What follows belongs to an exercise in optimizing a design on an open flow for small area and a short achievable clock period; a production flow would make more cautious choices. RTL that was checked went through simulation tests only; none was proved equivalent to the original. Power is estimated from default activity; no workload was simulated.

Design axis_wconv_v2, start of the top module:
module axis_wconv_v2
#(
    parameter int B    = 16,
    parameter int NIN  = 12,
    parameter int NOUT = 16
) (
    input  logic              aclk,
    input  logic              areset,
    input  logic              s_axis_tvalid,
    output logic              s_axis_tready,
    input  logic [NIN*B-1:0]  s_axis_tdata,
    input  logic              s_axis_tlast,
    output logic              m_axis_tvalid,
    input  logic              m_axis_tready,
    output logic [NOUT*B-1:0] m_axis_tdata,
    output logic              m_axis_tlast
);
==> flow/config.mk <==
export PLATFORM = sky130hd
export DESIGN_NAME = axis_wconv_v2
export DESIGN_NICKNAME = axis_wconv_v2
export VERILOG_FILES = /design/flow/design.v
export SDC_FILE = /design/flow/constraint.sdc
export NUM_CORES = 4
export LEC_CHECK = 0
export CAP_MARGIN = 20
export CORE_MARGIN = 2
export CORE_UTILIZATION = 40
export CTS_BUF_LIST = sky130_fd_sc_hd__clkbuf_16
export CTS_CLUSTER_DIAMETER = 60
export CTS_CLUSTER_SIZE = 24
export SETUP_SLACK_MARGIN = 3.85
export SLEW_MARGIN = 20
==> flow/constraint.sdc <==
create_clock -name core_clock -period 7.0 [get_ports {aclk}]
set_input_delay 1.4000 -clock core_clock [delete_from_list [all_inputs] [get_ports {aclk}]]
set_output_delay 1.4000 -clock core_clock [all_outputs]
set_load 0.01 [all_outputs]
standard.sh (not shown) runs the stock make flow with config.mk's settings and CLKGATE_MAP_FILE= SYNTH_SCRIPT=/design/flow/synth_recipe.tcl, a recipe that flattens the netlist after the stock synthesis.
==> flow/flow/run.sh <==
#!/bin/bash
# Standard layout, with the port buffers made from the smallest buffer cell instead of the
# cell buffer_ports picks by default (a slow delay cell).
set -euo pipefail
export BUFFER_PORTS_ARGS="-buffer_cell sky130_fd_sc_hd__buf_1"
bash standard.sh > make_finish.log 2>&1
The first run finished clean.
Change:
CTS_BUF_LIST = sky130_fd_sc_hd__clkbuf_4 sky130_fd_sc_hd__clkbuf_8   (was sky130_fd_sc_hd__clkbuf_16)
CTS_CLUSTER_SIZE = 20   (was 24)
SETUP_SLACK_MARGIN = 3.7   (was 3.85)
Die area does not change.
Sequential power stays flat.
Final area went down by 2.2%.
Power decreases by 6.9%.
Worst setup slack is worse by 0.083 ns.
Via count went down by 0.35%.
Synthesized area does not change.
Core utilization goes down by 0.94 points.
Synthesized cell count is unchanged.
First-iteration DRC count increases by 1.4%.
Final cell count is about the same.
Change:
CTS_BUF_LIST = not set   (was sky130_fd_sc_hd__clkbuf_4 sky130_fd_sc_hd__clkbuf_8)
CTS_CLUSTER_DIAMETER = not set   (was 60)
CTS_CLUSTER_SIZE = not set   (was 20)
After rerunning: Sequential cell count is unchanged; register-to-register slack improved by 0.02 ns; routed wire length went up slightly; critical path depth is unchanged; maximum frequency increases slightly; non-clock buffer count does not change; synthesized cell count does not change; area after synthesis is unchanged; clock skew went down by 0.015 ns; hold slack stays flat.
Function was not checked in any run of this note: the RTL went through the layout flow alone.


Another version of the RTL of axis_wconv_v2 (not shown whole).
export LEC_CHECK = 0
export CAP_MARGIN = 20
export CORE_MARGIN = 2
export CORE_UTILIZATION = 40
export CTS_BUF_LIST = sky130_fd_sc_hd__clkbuf_16
export CTS_CLUSTER_DIAMETER = 90
export CTS_CLUSTER_SIZE = 30
export SETUP_SLACK_MARGIN = 3.85
export SLEW_MARGIN = 20
export SYNTH_HIERARCHICAL = 1
create_clock -name core_clock -period 7.0 [get_ports {aclk}]
Scripts as last shown in full above: flow/flow/run.sh
Rerun with:
- CTS_CLUSTER_DIAMETER: 90 -> 60
- SETUP_SLACK_MARGIN: 3.85 -> 4.1
Result:
- routed wire length drops by a few percent
- via count is about the same
- final cell count climbs slightly
- worst setup slack improves by 13 ps


axis_wconv_v2, a different RTL version from the one above (not shown whole).
Size in the first run: about 3400 cells after synthesis, roughly 460 flip-flops, roughly 460 I/O pins, about 0.023 mm^2 of cells after synthesis.
// axis_wconv_v2
module axis_wconv_v2
#(
    parameter int B    = 16,
    parameter int NIN  = 12,
    parameter int NOUT = 16
) (
    input  logic              aclk,
    input  logic              areset,
    input  logic              s_axis_tvalid,
    output logic              s_axis_tready,
    input  logic [NIN*B-1:0]  s_axis_tdata,
    input  logic              s_axis_tlast,
    output logic              m_axis_tvalid,
    input  logic              m_axis_tready,
    output logic [NOUT*B-1:0] m_axis_tdata,
    output logic              m_axis_tlast
);
    logic [2:0] cnt_g;       
    logic       flush;
    logic       rdy_r;       
    logic       vld_r;       
    logic       lst_r;       
    logic [2:0] cnt_n;
    logic       flush_n;
    logic       s_hs;
    logic       m_hs;
    assign s_axis_tready = rdy_r && !areset;
    assign m_axis_tvalid = vld_r && !areset;
    assign m_axis_tlast  = lst_r && !areset;
    assign s_hs = s_axis_tvalid && rdy_r && !areset;
    assign m_hs = m_axis_tready && vld_r && !areset;
    always_comb begin
        cnt_n   = cnt_g;
        flush_n = flush;
        if (m_hs) begin
            cnt_n = (cnt_g >= 3'd4) ? cnt_g - 3'd4 : 3'd0;
        end
        if (s_hs) begin
            cnt_n = cnt_n + 3'd3;
        end
        if (m_hs && lst_r) begin
            flush_n = 1'b0;
        end else if (s_hs && s_axis_tlast) begin
            flush_n = 1'b1;
        end
    end
    always_ff @(posedge aclk) begin
        if (areset) begin
            cnt_g <= 3'd0;
            flush <= 1'b0;
            rdy_r <= 1'b1;
            vld_r <= 1'b0;
            lst_r <= 1'b0;
        end else begin
            cnt_g <= cnt_n;
            flush <= flush_n;
            rdy_r <= (cnt_n <= 3'd4) && !flush_n;
            vld_r <= (cnt_n >= 3'd4) || (flush_n && (cnt_n != 3'd0));
            lst_r <= flush_n && (cnt_n <= 3'd4);
        end
    end
  ...
make LEC_CHECK=0 ABC_AREA=1 CAP_MARGIN=20 CORE_MARGIN=2 CORE_UTILIZATION=40 SLEW_MARGIN=20 finish   # period 7.0 ns
run.sh (not shown) runs the stock make flow with config.mk's settings and CLKGATE_MAP_FILE= SYNTH_SCRIPT=/design/flow/synth_recipe.tcl, a recipe that flattens the netlist after the stock synthesis.
Stock flow here: none of the scripts above is used.
The starting point finished clean.
Then changed:
Settings changed: ABC_AREA 1 to not set, CORE_UTILIZATION 40 to 20.
Result: Setup slack got worse by 0.10 ns. Clock power came out higher by 7.7%. Register-to-register slack got worse by 0.59 ns. Synthesized area fell by 3.4%. Final area came out higher by 1.3%.

-- static timing again, ports no longer ideal --
No port has a modelled driver above. Below, the same layouts with a new extraction and two added sets of constraints. Step 1 assumes that a clkbuf_16 drives the clock port and a buf_2 every other input. Step 2 also shifts input and output timing later by t, the mid clock arrival at the registers, as if the neighbouring blocks saw the same clock. a / b / c = ideal / step 1 / step 2; a / b = the first two.
run | t (ns) | setup slack, ns | hold WS [ns] | latest minus earliest clock arrival (ns)
the first run of note 1 | 0.610 | 3.834 / 3.827 / 3.250 | 0.433 / 0.433 / 0.433 | 0.027 / 0.028
the second run of note 1 | 0.675 | 3.751 / 3.731 / 3.219 | 0.435 / 0.435 / 0.435 | 0.046 / 0.046
the third run of note 1 | 0.633 | 3.761 / 3.739 / 3.209 | 0.432 / 0.432 / 0.432 | 0.017 / 0.017
the first run of note 2 | 0.631 | 3.856 / 3.818 / 3.328 | 0.455 / 0.455 / 0.455 | 0.026 / 0.025
the second run of note 2 | 0.608 | 3.869 / 3.821 / 3.579 | 0.460 / 0.460 / 0.460 | 0.021 / 0.020
the first run of note 3 | 0.649 | 2.781 / 2.760 / 2.181 | 0.451 / 0.451 / 0.451 | 0.016 / 0.016
the second run of note 3 | 0.673 | 2.680 / 2.619 / 2.143 | 0.470 / 0.470 / 0.470 | 0.027 / 0.027
After both steps setup and hold are still met in every run listed. For the first run of note 3, which loses most, drivers alone change the setup slack by -0.021 ns; drivers and shift together by -0.600 ns.
